Source: an optimization exercise on an open RTL-to-GDS flow (aim: small area, a short achievable clock period and few clock cycles per item). Production flows keep margins and buffers that such runs may drop.
Power figures rest on the tool's default switching activity, not on a simulated workload.

v6:
==> flow/design.v <==
`timescale 1ns / 1ps
package dmwq_pkg;
  localparam int CAP_W = 5;
  localparam int CFG_IDX_W = 2;
  localparam logic [CFG_IDX_W-1:0] CFG_MODE     = 2'd0;
  localparam logic [CFG_IDX_W-1:0] CFG_CAPACITY = 2'd1;
  localparam logic             MODE_LINEAR   = 1'b0;
  localparam logic             MODE_CIRCULAR = 1'b1;
  localparam logic [CAP_W-1:0] CAP_RESET     = 5'd16;
  localparam logic [1:0] KIND_ENQUEUE = 2'd0;
  localparam logic [1:0] KIND_DEQUEUE = 2'd1;
  localparam logic [1:0] KIND_LOOKUP  = 2'd2;
  typedef enum logic [2:0] {
    ST_OK    = 3'd0,
    ST_FULL  = 3'd1,
    ST_NONE  = 3'd2,
    ST_RANGE = 3'd3,
    ST_UNSUP = 3'd4
  } status_t;
  function automatic logic [CAP_W-1:0] eff_cap(input logic [CAP_W-1:0] raw,
                                               input logic [CAP_W-1:0] cap_max);
    eff_cap = raw;
    if (raw == '0) begin
      eff_cap = CAP_W'(1);
    end else if (raw > cap_max) begin
      eff_cap = cap_max;
    end
  endfunction
endpackage
`timescale 1ns / 1ps
module dmwq_ram #(
  parameter int WIDTH = 32,
  parameter int DEPTH = 16,
  localparam int AW = (DEPTH > 1) ? $clog2(DEPTH) : 1
) (
  input  logic             clk,
  input  logic             clr,
  input  logic [DEPTH-1:0] we_row,
  input  logic [WIDTH-1:0] wdata,
  input  logic             re,
  input  logic [AW-1:0]    raddr,
  output logic [WIDTH-1:0] rdata
);
  logic [WIDTH-1:0] mem [DEPTH];
  logic [WIDTH-1:0] wdata_c;
  assign wdata_c = wdata & {WIDTH{!clr}};
  always_ff @(posedge clk) begin
    for (int i = 0; i < DEPTH; i++) begin
      if (clr || we_row[i]) begin
        mem[i] <= wdata_c;
      end
    end
  end
  logic [DEPTH-1:0] rsel;
  always_comb begin
    for (int i = 0; i < DEPTH; i++) begin
      rsel[i] = re && (raddr == AW'(i));
    end
    rdata = '0;
    for (int i = 0; i < DEPTH; i++) begin
      rdata = rdata | (mem[i] & {WIDTH{rsel[i]}});
    end
  end
endmodule
`timescale 1ns / 1ps
module dual_mode_word_queue #(
  parameter int DEPTH      = 16,
  parameter int WORD_WIDTH = 32
) (
  input  logic                           clk,
  input  logic                           rst,
  input  logic                           cfg_we,
  input  logic [dmwq_pkg::CFG_IDX_W-1:0] cfg_index,
  input  logic [dmwq_pkg::CAP_W-1:0]     cfg_data,
  input  logic                           in_valid,
  output logic                           in_ready,
  input  logic [1:0]                     kind,
  input  logic [WORD_WIDTH-1:0]          data_word,
  input  logic [3:0]                     position,
  output logic                           out_valid,
  input  logic                           out_ready,
  output logic [2:0]                     status,
  output logic [WORD_WIDTH-1:0]          read_word,
  output logic [dmwq_pkg::CAP_W-1:0]     count,
  output logic                           full_res,
  output logic                           empty_res
);
  localparam int CW      = dmwq_pkg::CAP_W;
  localparam int AW      = $clog2(DEPTH);
  localparam int CAP_MAX = (DEPTH < (2 ** CW) - 1) ? DEPTH : (2 ** CW) - 1;
  logic          mode;
  logic [CW-1:0] cap;
  logic [CW-1:0] front;
  logic [CW-1:0] wptr;
  logic [CW-1:0] elem_count;
  logic          clr;
  logic                  s1_v;
  logic [1:0]            s1_kind;
  logic [3:0]            s1_pos;
  logic [WORD_WIDTH-1:0] s1_data;
  logic          sk_v;
  logic [2:0]    sk_status;
  logic [CW-1:0] sk_count;
  logic          sk_full;
  logic          sk_empty;
  logic          sk_re;
  logic [AW-1:0] sk_addr;
  logic [2:0]    step_status;
  logic [CW-1:0] front_next;
  logic [CW-1:0] wptr_next;
  logic [CW-1:0] count_next;
  logic          step_we;
  logic          step_re;
  logic [AW-1:0] rd_addr;
  logic          step_full;
  logic          step_empty;
  logic          proc;
  logic          s2_free;
  logic          in_ready_r;
  logic          s1_v_next;
  logic          sk_v_next;
  logic [DEPTH-1:0]      we_row;
  logic                  ram_re;
  logic [AW-1:0]         ram_raddr;
  logic [WORD_WIDTH-1:0] ram_rdata;
  assign in_ready = in_ready_r;
  assign proc     = s1_v && !sk_v;
  assign s2_free  = !out_valid || out_ready;
  assign s1_v_next = in_ready_r ? in_valid : (s1_v && !proc);
  assign sk_v_next = sk_v ? !out_ready : (proc && !s2_free);
  always_comb begin
    step_status = dmwq_pkg::ST_OK;
    front_next  = front;
    wptr_next   = wptr;
    count_next  = elem_count;
    step_we     = 1'b0;
    step_re     = 1'b0;
    rd_addr     = front[AW-1:0];
    case (s1_kind)
      dmwq_pkg::KIND_ENQUEUE: begin
        if (elem_count >= cap) begin
          step_status = dmwq_pkg::ST_FULL;
        end else begin
          step_we    = 1'b1;
          count_next = elem_count + CW'(1);
          if (mode == dmwq_pkg::MODE_LINEAR) begin
            wptr_next = wptr + CW'(1);
          end else begin
            wptr_next = (wptr + CW'(1) == cap) ? '0 : wptr + CW'(1);
          end
        end
      end
      dmwq_pkg::KIND_DEQUEUE: begin
        if (mode == dmwq_pkg::MODE_LINEAR) begin
          if (front == cap) begin
            front_next  = '0;
            wptr_next   = '0;
            count_next  = '0;
            step_status = dmwq_pkg::ST_NONE;
          end else if (front >= wptr) begin
            step_status = dmwq_pkg::ST_NONE;
          end else begin
            step_re    = 1'b1;
            front_next = front + CW'(1);
          end
        end else begin
          if (elem_count == '0) begin
            step_status = dmwq_pkg::ST_NONE;
          end else begin
            step_re    = 1'b1;
            front_next = (front + CW'(1) == cap) ? '0 : front + CW'(1);
            count_next = elem_count - CW'(1);
          end
        end
      end
      dmwq_pkg::KIND_LOOKUP: begin
        rd_addr = s1_pos;
        if (mode != dmwq_pkg::MODE_LINEAR) begin
          step_status = dmwq_pkg::ST_UNSUP;
        end else if (elem_count == '0) begin
          step_status = dmwq_pkg::ST_NONE;
        end else if (CW'(s1_pos) >= cap) begin
          step_status = dmwq_pkg::ST_RANGE;
        end else begin
          step_re = 1'b1;
        end
      end
      default: begin
        step_status = dmwq_pkg::ST_UNSUP;
      end
    endcase
    step_full  = (count_next >= cap);
    step_empty = (count_next == '0);
  end
  always_comb begin
    for (int i = 0; i < DEPTH; i++) begin
      we_row[i] = proc && step_we && (wptr[AW-1:0] == AW'(i));
    end
    ram_re    = sk_v ? sk_re : step_re;
    ram_raddr = sk_v ? sk_addr : rd_addr;
  end
  dmwq_ram #(
    .WIDTH(WORD_WIDTH),
    .DEPTH(DEPTH)
  ) u_store (
    .clk   (clk),
    .clr   (clr),
    .we_row(we_row),
    .wdata (s1_data),
    .re    (ram_re),
    .raddr (ram_raddr),
    .rdata (ram_rdata)
  );
  always_ff @(posedge clk) begin
    if (in_ready_r) begin
      s1_kind <= kind;
      s1_pos  <= position;
      s1_data <= data_word;
    end
  end
  always_ff @(posedge clk) begin
    if (rst) begin
      clr        <= 1'b1;
      s1_v       <= 1'b0;
      sk_v       <= 1'b0;
      out_valid  <= 1'b0;
      in_ready_r <= 1'b1;
      mode       <= dmwq_pkg::MODE_CIRCULAR;
      cap        <= dmwq_pkg::eff_cap(dmwq_pkg::CAP_RESET, CW'(CAP_MAX));
      front      <= '0;
      wptr       <= '0;
      elem_count <= '0;
    end else begin
      clr <= 1'b0;
      if (sk_v) begin
        if (out_ready) begin
          status    <= sk_status;
          read_word <= ram_rdata;
          count     <= sk_count;
          full_res  <= sk_full;
          empty_res <= sk_empty;
          sk_v      <= 1'b0;
        end
      end else if (proc) begin
        if (s2_free) begin
          status    <= step_status;
          read_word <= ram_rdata;
          count     <= count_next;
          full_res  <= step_full;
          empty_res <= step_empty;
          out_valid <= 1'b1;
        end else begin
          sk_status <= step_status;
          sk_count  <= count_next;
          sk_full   <= step_full;
          sk_empty  <= step_empty;
          sk_re     <= step_re;
          sk_addr   <= rd_addr;
          sk_v      <= 1'b1;
        end
      end else if (out_ready) begin
        out_valid <= 1'b0;
      end
      s1_v       <= s1_v_next;
      in_ready_r <= !(s1_v_next && sk_v_next);
      if (cfg_we && (cfg_index == dmwq_pkg::CFG_MODE || cfg_index == dmwq_pkg::CFG_CAPACITY)) begin
        if (cfg_index == dmwq_pkg::CFG_MODE) begin
          mode <= cfg_data[0];
        end else begin
          cap <= dmwq_pkg::eff_cap(cfg_data, CW'(CAP_MAX));
        end
        front      <= '0;
        wptr       <= '0;
        elem_count <= '0;
      end else if (proc) begin
        front      <= front_next;
        wptr       <= wptr_next;
        elem_count <= count_next;
      end
    end
  end
endmodule
==> flow/config.mk <==
export PLATFORM = sky130hd
export DESIGN_NAME = dual_mode_word_queue
export DESIGN_NICKNAME = dual_mode_word_queue
export VERILOG_FILES = /design/flow/design.v
export SDC_FILE = /design/flow/constraint.sdc
export NUM_CORES = 4
export LEC_CHECK = 0
export CAP_MARGIN = 20
export CORE_MARGIN = 2
export CORE_UTILIZATION = 40
export SLEW_MARGIN = 20
==> flow/constraint.sdc <==
create_clock -name core_clock -period 5.0 [get_ports {clk}]
set_input_delay 1.0000 -clock core_clock [delete_from_list [all_inputs] [get_ports {clk}]]
set_output_delay 1.0000 -clock core_clock [all_outputs]
set_load 0.01 [all_outputs]
run.sh (not shown) runs the stock make flow with config.mk's settings and CLKGATE_MAP_FILE= SYNTH_SCRIPT=/design/flow/synth_recipe.tcl, a recipe that flattens the netlist after the stock synthesis.
Inputs modified between v6 and v7:
--- a/flow/design.v
+++ b/flow/design.v
@@ -91,16 +91,12 @@
   logic          mode;
   logic [CW-1:0] cap;
   logic [CW-1:0] front;
   logic [CW-1:0] wptr;
   logic [CW-1:0] elem_count;
   logic          clr;
-  logic                  s1_v;
-  logic [1:0]            s1_kind;
-  logic [3:0]            s1_pos;
-  logic [WORD_WIDTH-1:0] s1_data;
   logic          sk_v;
   logic [2:0]    sk_status;
   logic [CW-1:0] sk_count;
   logic          sk_full;
   logic          sk_empty;
   logic          sk_re;
@@ -111,35 +107,33 @@
   logic [CW-1:0] count_next;
   logic          step_we;
   logic          step_re;
   logic [AW-1:0] rd_addr;
   logic          step_full;
   logic          step_empty;
-  logic          proc;
+  logic          accept;
   logic          s2_free;
   logic          in_ready_r;
-  logic          s1_v_next;
   logic          sk_v_next;
   logic [DEPTH-1:0]      we_row;
   logic                  ram_re;
   logic [AW-1:0]         ram_raddr;
   logic [WORD_WIDTH-1:0] ram_rdata;
-  assign in_ready = in_ready_r;
-  assign proc     = s1_v && !sk_v;
-  assign s2_free  = !out_valid || out_ready;
-  assign s1_v_next = in_ready_r ? in_valid : (s1_v && !proc);
-  assign sk_v_next = sk_v ? !out_ready : (proc && !s2_free);
+  assign in_ready  = in_ready_r;
+  assign accept    = in_valid && in_ready_r;
+  assign s2_free   = !out_valid || out_ready;
+  assign sk_v_next = sk_v ? !out_ready : (accept && !s2_free);
   always_comb begin
     step_status = dmwq_pkg::ST_OK;
     front_next  = front;
     wptr_next   = wptr;
     count_next  = elem_count;
     step_we     = 1'b0;
     step_re     = 1'b0;
     rd_addr     = front[AW-1:0];
-    case (s1_kind)
+    case (kind)
       dmwq_pkg::KIND_ENQUEUE: begin
         if (elem_count >= cap) begin
           step_status = dmwq_pkg::ST_FULL;
         end else begin
           step_we    = 1'b1;
           count_next = elem_count + CW'(1);
@@ -171,18 +165,18 @@
             front_next = (front + CW'(1) == cap) ? '0 : front + CW'(1);
             count_next = elem_count - CW'(1);
           end
         end
       end
       dmwq_pkg::KIND_LOOKUP: begin
-        rd_addr = s1_pos;
+        rd_addr = position;
         if (mode != dmwq_pkg::MODE_LINEAR) begin
           step_status = dmwq_pkg::ST_UNSUP;
         end else if (elem_count == '0) begin
           step_status = dmwq_pkg::ST_NONE;
-        end else if (CW'(s1_pos) >= cap) begin
+        end else if (CW'(position) >= cap) begin
           step_status = dmwq_pkg::ST_RANGE;
         end else begin
           step_re = 1'b1;
         end
       end
       default: begin
@@ -191,43 +185,35 @@
     endcase
     step_full  = (count_next >= cap);
     step_empty = (count_next == '0);
   end
   always_comb begin
     for (int i = 0; i < DEPTH; i++) begin
-      we_row[i] = proc && step_we && (wptr[AW-1:0] == AW'(i));
+      we_row[i] = accept && step_we && (wptr[AW-1:0] == AW'(i));
     end
     ram_re    = sk_v ? sk_re : step_re;
     ram_raddr = sk_v ? sk_addr : rd_addr;
   end
   dmwq_ram #(
     .WIDTH(WORD_WIDTH),
     .DEPTH(DEPTH)
   ) u_store (
     .clk   (clk),
     .clr   (clr),
     .we_row(we_row),
-    .wdata (s1_data),
+    .wdata (data_word),
     .re    (ram_re),
     .raddr (ram_raddr),
     .rdata (ram_rdata)
   );
   always_ff @(posedge clk) begin
-    if (in_ready_r) begin
-      s1_kind <= kind;
-      s1_pos  <= position;
-      s1_data <= data_word;
-    end
-  end
-  always_ff @(posedge clk) begin
     if (rst) begin
       clr        <= 1'b1;
-      s1_v       <= 1'b0;
       sk_v       <= 1'b0;
       out_valid  <= 1'b0;
-      in_ready_r <= 1'b1;
+      in_ready_r <= 1'b0;
       mode       <= dmwq_pkg::MODE_CIRCULAR;
       cap        <= dmwq_pkg::eff_cap(dmwq_pkg::CAP_RESET, CW'(CAP_MAX));
       front      <= '0;
       wptr       <= '0;
       elem_count <= '0;
     end else begin
@@ -236,15 +222,14 @@
         if (out_ready) begin
           status    <= sk_status;
           read_word <= ram_rdata;
           count     <= sk_count;
           full_res  <= sk_full;
           empty_res <= sk_empty;
-          sk_v      <= 1'b0;
-        end
-      end else if (proc) begin
+        end
+      end else if (accept) begin
         if (s2_free) begin
           status    <= step_status;
           read_word <= ram_rdata;
           count     <= count_next;
           full_res  <= step_full;
           empty_res <= step_empty;
@@ -253,29 +238,28 @@
           sk_status <= step_status;
           sk_count  <= count_next;
           sk_full   <= step_full;
           sk_empty  <= step_empty;
           sk_re     <= step_re;
           sk_addr   <= rd_addr;
-          sk_v      <= 1'b1;
         end
       end else if (out_ready) begin
         out_valid <= 1'b0;
       end
-      s1_v       <= s1_v_next;
-      in_ready_r <= !(s1_v_next && sk_v_next);
+      sk_v       <= sk_v_next;
+      in_ready_r <= !sk_v_next;
       if (cfg_we && (cfg_index == dmwq_pkg::CFG_MODE || cfg_index == dmwq_pkg::CFG_CAPACITY)) begin
         if (cfg_index == dmwq_pkg::CFG_MODE) begin
           mode <= cfg_data[0];
         end else begin
           cap <= dmwq_pkg::eff_cap(cfg_data, CW'(CAP_MAX));
         end
         front      <= '0;
         wptr       <= '0;
         elem_count <= '0;
-      end else if (proc) begin
+      end else if (accept) begin
         front      <= front_next;
         wptr       <= wptr_next;
         elem_count <= count_next;
       end
     end
   end
[summary]
- v7 against v6: routed wire length dropped about 4%; global-route usage climbed 0.23 points; total power dropped about 6.5%; sequential share of cell area dropped 0.48 points.
- Relative to v6, v7 improves core area.
- Between v6 and v7, via count of the first global-routing pass decreased.
Function was not checked in any run of this note: the RTL went through the layout flow alone.

dual_mode_word_queue, a different RTL version from the one above (not shown whole).
Size in the first run: ~1,500 cells after synthesis, roughly 94 I/O pins, about 24,000 sq um of cells after synthesis.
clock: 5.0 ns
lec_check: 0
abc_clock_period_in_ps: 2000
cap_margin: 20
core_margin: 2
core_utilization: 40
setup_slack_margin: 2.7
slew_margin: 20
synth_hierarchical: 1
synth_minimum_keep_size: 0
Change:
--- a/flow/design.v
+++ b/flow/design.v
@@ -32,16 +32,15 @@
   parameter int WIDTH = 32,
   parameter int DEPTH = 16
 ) (
   input  logic             clk,
   input  logic             clr,
   input  logic [DEPTH-1:0] we_row,
   input  logic [WIDTH-1:0] wdata,
-  input  logic [DEPTH-1:0] rsel_lo,
-  input  logic [DEPTH-1:0] rsel_hi,
+  input  logic [DEPTH-1:0] rsel,
   output logic [WIDTH-1:0] rdata
 );
   logic [WIDTH-1:0] mem [DEPTH];
   logic [WIDTH-1:0] wdata_c;
   assign wdata_c = wdata & {WIDTH{!clr}};
   always_ff @(posedge clk) begin
     for (int i = 0; i < DEPTH; i++) begin
@@ -49,15 +48,15 @@
         mem[i] <= wdata_c;
       end
     end
   end
   always_comb begin
     rdata = '0;
     for (int i = 0; i < DEPTH; i++) begin
-      rdata = rdata | (mem[i] & {{(WIDTH - WIDTH / 2){rsel_hi[i]}}, {(WIDTH / 2){rsel_lo[i]}}});
+      rdata = rdata | (mem[i] & {WIDTH{rsel[i]}});
     end
   end
 endmodule
 module dmwq_rowsel #(
   parameter int DEPTH = 16,
   localparam int AW = (DEPTH > 1) ? $clog2(DEPTH) : 1
 ) (
@@ -153,16 +152,15 @@
   logic          cfg_hit;
   logic [DEPTH-1:0]      wr_row;
   logic [DEPTH-1:0]      reg_row;
   logic                  reg_re;
   logic [AW-1:0]         reg_addr;
   logic [DEPTH-1:0]      lkp_row;
   logic [DEPTH-1:0]      we_row;
-  logic [DEPTH-1:0]      rsel_lo;
-  logic [DEPTH-1:0]      rsel_hi;
+  logic [DEPTH-1:0]      rsel;
   logic [WORD_WIDTH-1:0] ram_rdata;
   assign in_ready  = in_ready_r;
   assign accept    = in_valid && in_ready_r;
   assign s2_free   = !out_valid || out_ready;
   assign sk_v_next = sk_v ? !out_ready : (accept && !s2_free);
   assign cfg_hit   = cfg_we && (cfg_index == dmwq_pkg::CFG_MODE ||
                                 cfg_index == dmwq_pkg::CFG_CAPACITY);
@@ -248,48 +246,34 @@
       wr_row[i]  = in_ready_r && !full_f && (wptr[AW-1:0] == AW'(i));
       reg_row[i] = reg_re && (reg_addr == AW'(i));
       lkp_row[i] = !sk_v && (mode == dmwq_pkg::MODE_LINEAR) && !cz_f && (AW'(i) <= capm1);
     end
   end
   dmwq_rowsel #(
     .DEPTH(DEPTH)
-  ) u_rowsel_lo (
+  ) u_rowsel (
     .in_valid(in_valid),
     .kind    (kind),
     .position(position),
     .wr_row  (wr_row),
     .sk_v    (sk_v),
     .reg_row (reg_row),
     .lkp_row (lkp_row),
     .we_row  (we_row),
-    .rsel    (rsel_lo)
-  );
-  dmwq_rowsel #(
-    .DEPTH(DEPTH)
-  ) u_rowsel_hi (
-    .in_valid(in_valid),
-    .kind    (kind),
-    .position(position),
-    .wr_row  (wr_row),
-    .sk_v    (sk_v),
-    .reg_row (reg_row),
-    .lkp_row (lkp_row),
-    .we_row  (),
-    .rsel    (rsel_hi)
+    .rsel    (rsel)
   );
   dmwq_ram #(
     .WIDTH(WORD_WIDTH),
     .DEPTH(DEPTH)
   ) u_store (
     .clk   (clk),
     .clr   (clr),
     .we_row(we_row),
     .wdata (data_word),
-    .rsel_lo(rsel_lo),
-    .rsel_hi(rsel_hi),
+    .rsel  (rsel),
     .rdata (ram_rdata)
   );
   always_ff @(posedge clk) begin
     if (rst) begin
       clr        <= 1'b1;
       sk_v       <= 1'b0;
       out_valid  <= 1'b0;
The new run finished clean. Setup slack got worse by 120 ps. Count of clock-buffer cells in the layout climbs by 10. Synthesized cell count drops by about 3%. Power drops by about 1.6%. Wire length drops by about 0.5%. Final area drops by about 1.2%. Combinational power drops by about 1%. Cell count drops by 1.3%. Global-route usage hardly moves. Critical path depth climbs by 1.
No functional check of the RTL was part of any run of this note.

[what the ideal ports hide]
In the flow no input, the clock included, has a driving cell. The finished layouts below were timed again as built, in two steps.
Step 1: set_driving_cell puts a clkbuf_16 on clk and a buf_2 on each other input, an assumption about the parent block.
Step 2 adds t to the input delays and takes it off the output delays; t is the mean of the earliest and latest rising clock arrival at the registers after step 1. Input paths then give back, and output paths get back, about the clock's delay inside the block.
Slacks: ideal ports / drivers / drivers and shift; pairs: ideal ports / drivers.
run | shift t [ns] | slack for setup (ns) | worst setup path at the end
v6 | 0.645 | 0.784 / 0.784 / 0.784 | register to register
v7 | 0.681 | 1.188 / 1.218 / 0.536 | input to register
the first run of note 2 | 0.679 | 2.460 / 2.460 / 1.812 | input to register
the second run of note 2 | 0.684 | 2.340 / 2.340 / 1.796 | input to register
After both steps every run listed still meets setup and hold. The setup slack of v7, which loses most, moves by +0.030 ns with the drivers and by -0.652 ns with both steps.
